From an optimization exercise on the open Yosys and OpenROAD flow, aimed at small area, a short achievable clock period and few clock cycles per item; shortcuts taken in it are not production practice.
No run shown here included a check of the RTL's function; only the layout flow was run.

<file path="design/flow/run.sh">
#!/bin/bash
# synth_recipe.tcl (not shown) runs the flow's synth.tcl, then flattens the netlist and writes it again
# the make line also repeats each setting of config.mk as NAME=value (left out here)
make -C /OpenROAD-flow-scripts/flow DESIGN_CONFIG=/design/flow/config.mk WORK_HOME=/design/flow/orfs CLKGATE_MAP_FILE= SYNTH_SCRIPT=/design/flow/synth_recipe.tcl finish
</file>
<file path="design/flow/config.mk">
export PLATFORM = sky130hd
export DESIGN_NAME = fpu_pipe_unit
export DESIGN_NICKNAME = fpu_pipe_unit
export VERILOG_FILES = /design/flow/design.v
export SDC_FILE = /design/flow/constraint.sdc
export NUM_CORES = 4
export LEC_CHECK = 0
export CAP_MARGIN = 20
export CORE_MARGIN = 2
export CORE_UTILIZATION = 40
export SLEW_MARGIN = 20
</file>
<file path="design/flow/constraint.sdc">
create_clock -name core_clock -period 14.0 [get_ports {clk}]
set_input_delay 2.8000 -clock core_clock [delete_from_list [all_inputs] [get_ports {clk}]]
set_output_delay 2.8000 -clock core_clock [all_outputs]
set_load 0.01 [all_outputs]
</file>
<file path="design/flow/design.v">
module fpu_pipe_unit #(
    parameter int EXP_W = 8,
    parameter int MAN_W = 23,
    parameter int TAG_W = 4
) (
    input  logic                 clk,
    input  logic                 rst_n,
    input  logic                 in_valid,
    output logic                 in_ready,
    input  logic [1:0]           in_op,
    input  logic [EXP_W+MAN_W:0] in_a,
    input  logic [EXP_W+MAN_W:0] in_b,
    input  logic [TAG_W-1:0]     in_tag,
    output logic                 out_valid,
    input  logic                 out_ready,
    output logic [EXP_W+MAN_W:0] out_y,
    output logic [TAG_W-1:0]     out_tag,
    output logic [3:0]           out_flags,
    output logic [3:0]           sticky,
    input  logic                 sticky_clr
);
    localparam int FW  = 1 + EXP_W + MAN_W;
    localparam int SW  = MAN_W + 4;           
    localparam int PW  = 2 * MAN_W + 2;
    localparam int EW  = EXP_W + 2;
    localparam int LZW = $clog2(SW);
    localparam logic signed [EW-1:0] BIAS = EW'((1 << (EXP_W - 1)) - 1);
    localparam logic signed [EW-1:0] EMAX = EW'((1 << EXP_W) - 1);
    localparam logic signed [EW-1:0] EMIN = EW'(1);
    localparam logic [1:0] OP_SUB = 2'b01;
    localparam logic [1:0] OP_MUL = 2'b10;
    logic out_v_q, stall;
    assign stall     = out_v_q && !out_ready;
    assign in_ready  = !stall;
    assign out_valid = out_v_q;
    logic             sa, sb, sbe, is_mul, is_sub;
    logic [EXP_W-1:0] ea, eb;
    logic [MAN_W-1:0] ma, mb;
    logic             za, zb, ia, ib, na, nb;
    assign is_mul = (in_op == OP_MUL);
    assign is_sub = (in_op == OP_SUB);
    assign sa  = in_a[FW-1];
    assign sb  = in_b[FW-1];
    assign ea  = in_a[FW-2:MAN_W];
    assign eb  = in_b[FW-2:MAN_W];
    assign ma  = in_a[MAN_W-1:0];
    assign mb  = in_b[MAN_W-1:0];
    assign sbe = sb ^ is_sub;
    assign za = (ea == '0);
    assign zb = (eb == '0);
    assign ia = (&ea) && (ma == '0);
    assign ib = (&eb) && (mb == '0);
    assign na = (&ea) && (ma != '0);
    assign nb = (&eb) && (mb != '0);
    logic sp_nan, sp_nv, sp_inf, sp_zero, sp_sgn;
    always_comb begin
        sp_nan  = 1'b0;
        sp_nv   = 1'b0;
        sp_inf  = 1'b0;
        sp_zero = 1'b0;
        sp_sgn  = 1'b0;
        if (na || nb) begin
            sp_nan = 1'b1;
        end else if (is_mul) begin
            sp_sgn = sa ^ sb;
            if ((ia && zb) || (za && ib)) begin
                sp_nan = 1'b1;
                sp_nv  = 1'b1;
            end else if (ia || ib) begin
                sp_inf = 1'b1;
            end else if (za || zb) begin
                sp_zero = 1'b1;
            end
        end else begin
            if (ia && ib && (sa != sbe)) begin
                sp_nan = 1'b1;
                sp_nv  = 1'b1;
            end else if (ia) begin
                sp_inf = 1'b1;
                sp_sgn = sa;
            end else if (ib) begin
                sp_inf = 1'b1;
                sp_sgn = sbe;
            end
        end
    end
    logic             a_ge;
    logic [MAN_W:0]   siga, sigb, sig_big, sig_sml;
    logic [EXP_W-1:0] e_big, e_diff;
    logic [SW-1:0]    ext_big, ext_sml, lost_mask, sml_al;
    logic             sml_lost;
    logic [SW:0]      sum;
    assign siga    = za ? '0 : {1'b1, ma};
    assign sigb    = zb ? '0 : {1'b1, mb};
    assign a_ge    = (in_a[FW-2:0] >= in_b[FW-2:0]);
    assign e_big   = a_ge ? ea : eb;
    assign e_diff  = a_ge ? (ea - eb) : (eb - ea);
    assign sig_big = a_ge ? siga : sigb;
    assign sig_sml = a_ge ? sigb : siga;
    assign ext_big = {sig_big, 3'b000};
    assign ext_sml = {sig_sml, 3'b000};
    assign lost_mask = ~({SW{1'b1}} << e_diff);
    assign sml_lost  = |(ext_sml & lost_mask);
    assign sml_al    = (ext_sml >> e_diff) | {{(SW-1){1'b0}}, sml_lost};
    assign sum = (sa ^ sbe) ? ({1'b0, ext_big} - {1'b0, sml_al})
                            : ({1'b0, ext_big} + {1'b0, sml_al});
    logic [PW-1:0]        prod;
    logic signed [EW-1:0] m_exp;
    assign prod  = PW'({1'b1, ma}) * PW'({1'b1, mb});
    assign m_exp = $signed({2'b00, ea}) + $signed({2'b00, eb}) - BIAS;
    logic                 r_spec, r_nan, r_nv, r_inf, r_sgn;
    logic [TAG_W-1:0]     r_tag;
    logic [EW-1:0]        r_exp;
    logic [SW:0]          r_sum;     
    always_ff @(posedge clk) begin
        if (!stall) begin
            r_tag  <= in_tag;
            r_spec <= sp_nan | sp_inf | sp_zero;
            r_nan  <= sp_nan;
            r_nv   <= sp_nv;
            r_inf  <= sp_inf;
            if (sp_nan | sp_inf | sp_zero)
                r_sgn <= sp_sgn;
            else if (is_mul)
                r_sgn <= sa ^ sb;
            else
                r_sgn <= a_ge ? sa : sbe;
            if (is_mul) begin
                r_exp <= m_exp;
                r_sum <= {prod[PW-1:PW-SW], |prod[PW-SW-1:0]};
            end else begin
                r_exp <= {2'b00, e_big};
                r_sum <= sum;
            end
        end
    end
    always_ff @(posedge clk or negedge rst_n) begin
        if (!rst_n) out_v_q <= 1'b0;
        else        out_v_q <= stall | in_valid;
    end
    logic [LZW-1:0]       lz;
    logic [SW-1:0]        nm;
    logic signed [EW-1:0] e_n, e_r;
    logic                 g_bit, rs_bit, up, inx;
    logic [MAN_W:0]       frc;
    always_comb begin
        lz = '0;
        for (int i = 0; i < SW; i++)
            if (r_sum[i]) lz = LZW'(SW - 1 - i);
    end
    always_comb begin
        if (r_sum[SW]) begin
            nm  = {r_sum[SW:2], r_sum[1] | r_sum[0]};
            e_n = $signed(r_exp) + EMIN;
        end else begin
            nm  = r_sum[SW-1:0] << lz;
            e_n = $signed(r_exp) - $signed(EW'(lz));
        end
    end
    assign g_bit  = nm[2];
    assign rs_bit = nm[1] | nm[0];
    assign up     = g_bit && (rs_bit || nm[3]);
    assign inx    = g_bit || rs_bit;
    assign frc    = {1'b0, nm[SW-2:3]} + {{MAN_W{1'b0}}, up};
    assign e_r    = e_n + $signed({{(EW-1){1'b0}}, frc[MAN_W]});
    logic [FW-1:0] y;
    logic [3:0]    flg;
    always_comb begin
        y   = '0;
        flg = '0;
        if (r_spec) begin
            y   = r_nan ? '1 : {r_sgn, r_inf ? {EXP_W{1'b1}} : {EXP_W{1'b0}}, {MAN_W{1'b0}}};
            flg = {r_nv, 3'b000};
        end else if (!nm[SW-1]) begin
            y   = '0;
        end else if (e_r >= EMAX) begin
            y   = {r_sgn, {EXP_W{1'b1}}, {MAN_W{1'b0}}};
            flg = 4'b0101;
        end else if (e_r < EMIN) begin
            y   = {r_sgn, {(FW-1){1'b0}}};
            flg = 4'b0011;
        end else begin
            y   = {r_sgn, e_r[EXP_W-1:0], frc[MAN_W-1:0]};
            flg = {3'b000, inx};
        end
    end
    assign out_y     = y;
    assign out_tag   = r_tag;
    assign out_flags = flg;
    logic [3:0] sticky_q;
    always_ff @(posedge clk or negedge rst_n) begin
        if (!rst_n)                    sticky_q <= '0;
        else if (sticky_clr)           sticky_q <= '0;
        else if (out_v_q && out_ready) sticky_q <= sticky_q | flg;
    end
    assign sticky = sticky_q;
endmodule
</file>
==> impl_metrics.json, run 1 <==
{
  "start_util": 0.4043,
  "clkSinkCount": 52,
  "hp-class": "register to register",
  "grt_overflow_total": 0,
  "rr_startpoint": "r_sum[0]$_DFFE_PN_",
  "vias": 28462,
  "port-buffer-count": 120,
  "netlist_area_um2": 31990,
  "worstSetupStartpoint": "in_a[3]",
  "syn_area_per_cell_um2": 7.982,
  "required_ns": 14.07,
  "syn_inst": 4008,
  "finClkSkew_ns": 0.006466,
  "firstDrtPassIters": 7,
  "cts_htree_levels": 2,
  "drive_gt1_frac": 0.04804,
  "synth.net_count": 4881,
  "clock-root-buffer": "clkbuf_16",
  "outcome": "complete, no violations",
  "ys_top_cells_by_count": "inv_1, nand2_1, fa_1",
  "crit_end": "r_sum[27]$_DFFE_PN_",
  "postCtsSetupBuffers": 0,
  "path_class": "primary input to register",
  "slowest_stage": "clkdlybuf4s50_1",
  "design.core.area_um2": 79130,
  "crit_top_cell": "fa_1",
  "io_pins": 121,
  "synth.distinct_cells": 110,
  "post_cts_resized": 0,
  "yosysMostFrequentCell": "inv_1",
  "synth_top_area_frac": 0.3048,
  "synth_edf_count": 47,
  "synth-seq-area-share": 0.04803,
  "async_reset_ff_frac": 0.09615,
  "clockBufferDepth": 2,
  "finalCriticalPeriod_ns": 11.52,
  "ys_ff_latch": 52,
  "fin_util": 0.4320,
  "tightestPinTransition_ns": 1.135,
  "synth_warnings": 1,
  "whs_ns": 0.5009,
  "hpwl_mm": 82.17,
  "num_rows": 103,
  "clk-insertion-delay-late_ns": 0.31,
  "r2r_slack_ns": 6.80,
  "maxSlewHeadroom": 0.2407,
  "antenna_found_initial": 1,
  "postCtsHoldBufs": 0,
  "path_clk_slew_ns": 0.08,
  "synth_top_area_cell": "fa_1",
  "grt_pass1_wl_mm": 169.3,
  "rsz0062_at_grt": "no",
  "fp.dieH_um": 286.8,
  "die_w_um": 286.8,
  "antenna_left": 0,
  "dieArea_um2": 82250,
  "r2r_cells": 26,
  "n_fill_cell": 8051,
  "crit_path_end_kind": "register",
  "reg2reg_to": "sticky_q[0]$_DFFE_PN0P_",
  "cts_made_buffers": 5,
  "cp_max_fo": 15,
  "synth.area.top_cells": "fa_1, ha_1, inv_1",
  "final_hold_viol_count": 0,
  "fin_area_um2": 34180,
  "fmax_mhz": 86.84,
  "finalCritPeriodShare": 0.8225,
  "setup_viol": 0,
  "grt_max_degree": 55,
  "viasPerCell": 5.686,
  "maxCapViolations": 0,
  "dp_slack_ns": 2.287,
  "place.gp.congestion": 0.9834,
  "drv_slew": 0,
  "drc_errors": 0,
  "grt_pass1_vias": 29014,
  "wl_mm": 107.6,
  "placed_area_um2": 34020,
  "max_stage_delay_ns": 1.22,
  "synth_ff_type": "edfxtp_1",
  "grt_usage": 0.2630,
  "fin_tns_setup_ns": 0,
  "crit_arrival_ns": 11.59,
  "nets": 4827,
  "worst_slack_ns": 2.485,
  "cts_tree": "yes",
  "start_kind": "primary input",
  "drtIter0Drc": 2610,
  "area_growth_pct": 6.845,
  "wl_per_cell_um": 21.49
}
## final cells by class
class                           count  area, um2  share of cell area
Clock buffer                        5      125.1            0.003661
Tap cell                         1050       1314             0.03844
Timing Repair Buffer              203       1814             0.05308
Sequential cell                    52       1536             0.04495
Clock inverter                      3      28.78           0.0008419
Multi-Input combinational cell   3030      26870              0.7863
Inverter                          662       2485             0.07270
Antenna cell                        1      2.502          0.00007321
## kinds of logic after synthesis
family,after synthesis,share of synthesized area
and+or+nand+nor,1312,0.1941
AOI/OAI and AO/OA,696,0.1478
buffers and inverters,926,0.1130
muxes,122,0.04275
adders and majority gates,798,0.4264
DFF,52,0.04803
xor gates and xnor gates,102,0.02793
## registers in the layout, indices dropped and copies added (netlist names)
name	count
sticky_q	4
r_sgn	1
r_exp	10
r_nv	1
r_spec	1
r_sum	28
r_nan	1
out_v_q	1
r_tag	4
r_inf	1
## layout by cell type, fill, tap and decap left out, types with 22 or more instances in the layout
cell type / instances
fa_1: 487
and3_1: 22
and2_1: 205
o21a_1: 26
o211ai_1: 27
xnor2_1: 62
xor2_1: 38
nor3_1: 67
o21bai_1: 22
a21o_1: 39
o21ai_0: 144
a211oi_1: 29
buf_4: 83
inv_1: 655
nor2_1: 260
mux2i_1: 95
ha_1: 310
edfxtp_1: 47
nand4_1: 28
nand3_1: 82
a31oi_1: 53
clkdlybuf4s50_1: 118
nand2_1: 520
o31ai_1: 25
a21oi_1: 151
nor4_1: 23
## layer usage
metal,track usage,vias up,routed length [um]
met5,0,-,13
met4,0.08229,2,3828
met1,0.3647,13879,46790
met3,0.04333,255,9710
met2,0.4195,1412,47250
li1,-,12914,-
## worst min path at each step
stage                                 start                       to  slack [ns]  depth (start not counted)
global placement    sticky_q[1]$_DFFE_PN0P_  sticky_q[1]$_DFFE_PN0P_        0.48                          2
CTS                 sticky_q[0]$_DFFE_PN0P_  sticky_q[0]$_DFFE_PN0P_        0.50                          2
global route        sticky_q[0]$_DFFE_PN0P_  sticky_q[0]$_DFFE_PN0P_        0.51                          2
floorplan           sticky_q[0]$_DFFE_PN0P_  sticky_q[0]$_DFFE_PN0P_        0.53                          2
finish              sticky_q[0]$_DFFE_PN0P_  sticky_q[0]$_DFFE_PN0P_        0.50                          2
detailed placement  sticky_q[0]$_DFFE_PN0P_  sticky_q[0]$_DFFE_PN0P_        0.48                          2
## stage by stage
step	std cells
final	5006
after global routing	5005
after CTS	5005
after detailed placement	4997
after global placement	4997
after floorplan	4008
## critical path: cells and delay by family
kind	cells	cell delay, ns
fa+ha+maj	8	3.39
compound gates	11	2.59
buf+inv	5	1.71
simple gates	4	0.74
mux	1	0.26
xor+xnor	1	0.09
==> run 2, diff against run 1 <==
--- a/design/flow/design.v
+++ b/design/flow/design.v
@@ -108,3 +108,33 @@
     logic signed [EW-1:0] m_exp;
-    assign prod  = PW'({1'b1, ma}) * PW'({1'b1, mb});
+    logic [MAN_W:0]   bx;
+    logic [MAN_W+2:0] by;
+    logic [PW-1:0]    pp [14];
+    logic [PW-1:0]    pp_k;
+    assign bx = {1'b1, ma};
+    assign by = {2'b00, 1'b1, mb};
+    always_comb begin
+        pp_k = '0;
+        for (int i = 0; i < 12; i++) begin
+            logic y2, y1, y0, one, two;
+            logic [MAN_W+1:0] row;
+            y2  = by[2*i+1];
+            y1  = by[2*i];
+            y0  = (i == 0) ? 1'b0 : by[2*i-1];
+            one = y1 ^ y0;
+            two = (y2 & ~y1 & ~y0) | (~y2 & y1 & y0);
+            for (int j = 0; j <= MAN_W + 1; j++) begin
+                logic xj, xjm;
+                xj  = (j <= MAN_W) ? bx[j] : 1'b0;
+                xjm = (j > 0) ? bx[j-1] : 1'b0;
+                row[j] = ((one & xj) | (two & xjm)) ^ y2;
+            end
+            pp[i] = PW'({~y2, row}) << (2*i);
+            pp_k[2*i] = y2;
+            pp_k = pp_k - (PW'(1) << (MAN_W + 2 + 2*i));
+        end
+        pp[12] = PW'(bx) << (2*12);
+        pp[13] = '0;
+    end
+    assign prod = pp[0] + pp[1] + pp[2] + pp[3] + pp[4] + pp[5] + pp[6] + pp[7]
+                + pp[8] + pp[9] + pp[10] + pp[11] + pp[12] + pp_k;
     assign m_exp = $signed({2'b00, ea}) + $signed({2'b00, eb}) - BIAS;
--- a/design/flow/config.mk
+++ b/design/flow/config.mk
@@ -7,2 +7,3 @@
 export LEC_CHECK = 0
+export ABC_AREA = 1
 export CAP_MARGIN = 20
==> run 2 against run 1 <==
Against the previous run:
- critical path depth is 5 higher
- via count is 2.5% lower
- still clean
- hold slack better by 0.017 ns
- design area is 15% lower
- sequential share of layout area is 0.80 points higher
- non-clock buffer count is 19 lower
==> impl_metrics.json, run 2 <==
{
  "outcome": "complete, no violations",
  "fin_tns_setup_ns": 0,
  "fp.dieH_um": 263.9,
  "synth.distinct_cells": 63,
  "drive_gt1_frac": 0.04158,
  "vias": 27742,
  "finalCriticalPeriod_ns": 11.80,
  "finClkSkew_ns": 0.007449,
  "syn_area_per_cell_um2": 6.937,
  "crit_arrival_ns": 11.88,
  "firstDrtPassIters": 6,
  "top_register": "r_sum",
  "worstSetupStartpoint": "in_b[7]",
  "max_stage_delay_ns": 0.75,
  "cts_made_buffers": 5,
  "r2r_cells": 36,
  "ys_top_cells_by_count": "nand2_1, inv_1, nand3_1",
  "post_cts_resized": 0,
  "wl_mm": 102.8,
  "n_fill_cell": 7035,
  "dieArea_um2": 69630,
  "clk-insertion-delay-late_ns": 0.33,
  "postCtsSetupBuffers": 0,
  "dp_slack_ns": 1.993,
  "rsz0062_at_grt": "no",
  "drtIter0Drc": 3161,
  "clock-root-buffer": "clkbuf_16",
  "synth_edf_count": 47,
  "ys_ff_latch": 52,
  "place.gp.congestion": 0.9822,
  "synth_warnings": 2,
  "drc_errors": 0,
  "synth_top_area_cell": "fa_1",
  "hpwl_mm": 80.45,
  "start_util": 0.4029,
  "grt_max_degree": 51,
  "wl_per_cell_um": 21.66,
  "final_common_cell": "nand2_1",
  "largest_reg_flops": 28,
  "num_rows": 95,
  "hp-class": "register to register",
  "crit_end": "r_sum[25]$_DFFE_PN_",
  "crit_top_cell": "nand2_1",
  "clkSinkCount": 52,
  "drv_slew": 0,
  "synth.net_count": 4522,
  "synth-seq-area-share": 0.05688,
  "synth.area.top_cells": "fa_1, ha_1, xor2_1",
  "grt_pass1_vias": 26616,
  "fmax_mhz": 84.78,
  "clockBufferDepth": 2,
  "mostFrequentLayoutCells": "nand2_1, inv_1, nand3_1",
  "maxCapViolations": 0,
  "rr_startpoint": "r_sum[0]$_DFFE_PN_",
  "cp_max_fo": 26,
  "yosysMostFrequentCell": "nand2_1",
  "path_clk_slew_ns": 0.08,
  "finalCritPeriodShare": 0.8426,
  "start_kind": "primary input",
  "slowest_stage": "clkdlybuf4s50_1",
  "reg2reg_to": "sticky_q[0]$_DFFE_PN0P_",
  "synth_ff_type": "edfxtp_1",
  "required_ns": 14.09,
  "diodes": 0,
  "die_w_um": 263.9,
  "netlist_area_um2": 27010,
  "postCtsHoldBufs": 0,
  "regArea_um2": 1536,
  "multi_input_area_um2": 22400,
  "area_growth_pct": 7.513,
  "synth_top_area_frac": 0.1897,
  "final_hold_viol_count": 0,
  "grt_pass1_wl_mm": 157.2,
  "design.core.area_um2": 67040,
  "io_pins": 121,
  "antenna_found_initial": 4,
  "port-buffer-count": 120,
  "maxSlewHeadroom": 0.3488,
  "crit_path_end_kind": "register",
  "cts_tree": "yes",
  "grt_overflow_total": 0,
  "cts_htree_levels": 2,
  "nets": 4499,
  "grt_usage": 0.2888,
  "async_reset_ff_frac": 0.09615,
  "viasPerCell": 5.847,
  "syn_inst": 3894,
  "antenna_left": 0,
  "path_class": "primary input to register",
  "r2r_slack_ns": 6.89,
  "tightestPinTransition_ns": 0.9679,
  "largest_registers": "r_sum x28, r_exp x10",
  "worst_slack_ns": 2.204,
  "setup_viol": 0
}
-- run 2: final cells by class --
cell class,count,area share
clock buffer,5,0.004308
clock inverter,3,0.0009478
inverter,580,0.07505
multi-input combinational,3048,0.7713
sequential,52,0.05290
tap,873,0.03761
timing repair buffer,184,0.05790
-- run 2: cell families (layout without fill, tap and decap cells) --
group | after synthesis | in the layout | synth area share
compound gates | 813 | 813 | 0.1762
fa+ha+maj | 553 | 553 | 0.3273
mux | 1 | 1 | 0.0003706
flops | 52 | 52 | 0.05688
simple gates | 1358 | 1358 | 0.2202
xor+xnor | 323 | 323 | 0.1047
buf+inv | 794 | 772 | 0.1143
-- run 2: worst min-delay path by stage --
| stage | startpoint | endpoint | slack [ns] | cells past startpoint |
|---|---|---|---|---|
| 2_1_floorplan | sticky_q[3]$_DFFE_PN0P_ | sticky_q[3]$_DFFE_PN0P_ | 0.53 | 2 |
| 4_1_cts | sticky_q[3]$_DFFE_PN0P_ | sticky_q[3]$_DFFE_PN0P_ | 0.52 | 2 |
| 3_5_place_dp | sticky_q[3]$_DFFE_PN0P_ | sticky_q[3]$_DFFE_PN0P_ | 0.50 | 2 |
| 6_report | sticky_q[3]$_DFFE_PN0P_ | sticky_q[3]$_DFFE_PN0P_ | 0.52 | 2 |
| 3_3_place_gp | sticky_q[3]$_DFFE_PN0P_ | sticky_q[3]$_DFFE_PN0P_ | 0.49 | 2 |
| 5_1_grt | sticky_q[0]$_DFFE_PN0P_ | sticky_q[0]$_DFFE_PN0P_ | 0.57 | 2 |
-- run 2: metal layers --
metal  part of all wire  track usage  vias up
li1                   -            -    12938
met1               0.43       0.4041    13185
met2               0.43       0.4466     1379
met3              0.097      0.04801      234
met4              0.040       0.1064        6
met5            0.00041            0        -
-- run 2: per-stage QoR --
step / util / hold WS, ns / area, um2 / std cells
2_1_floorplan: - / 0.5276 / 27010 / 3894
3_3_place_gp: 0.4309 / 0.4917 / 28880 / 4737
3_5_place_dp: 0.4309 / 0.4999 / 28890 / 4737
4_1_cts: 0.4332 / 0.5174 / 29040 / 4745
5_1_grt: 0.4332 / 0.5678 / 29040 / 4745
6_report: 0.4332 / 0.5180 / 29040 / 4745
-- run 2: worst max-delay path: cells and delay by family --
family | cells | cell delay, ns
compound gates | 14 | 2.91
simple gates | 8 | 1.30
xor+xnor | 1 | 0.20
buf+inv | 5 | 1.72
fa+ha+maj | 7 | 2.95

-- separate check: timing with driven ports --
How much do the figures lean on ideal ports? The routed layouts below were timed once more, with nothing changed but the port constraints.
Step 1: set_driving_cell puts a clkbuf_16 on clk and a buf_2 on each other input, an assumption about the parent block.
Step 2 times the ports against the registers' clock, not the clock port: input delays grow and output delays shrink by t, the midpoint of the rising clock arrivals with the driver on.
a / b / c = no drivers / after step 1 / after step 2; a / b = the first two.
| run | shift t [ns] | setup slack, ns | hold slack, ns | worst setup path after step 2 | pins driven straight from the clock port |
|---|---|---|---|---|---|
| run 1 | 0.360 | 2.485 / 2.513 / 2.153 | 0.501 / 0.501 / 0.501 | input to register | 1 |
| run 2 | 0.384 | 2.204 / 2.236 / 1.852 | 0.518 / 0.518 / 0.518 | input to register | 1 |
After both steps every run listed still meets setup and hold. For run 2, which loses most, drivers alone change the setup slack by +0.032 ns; drivers and shift together by -0.352 ns.
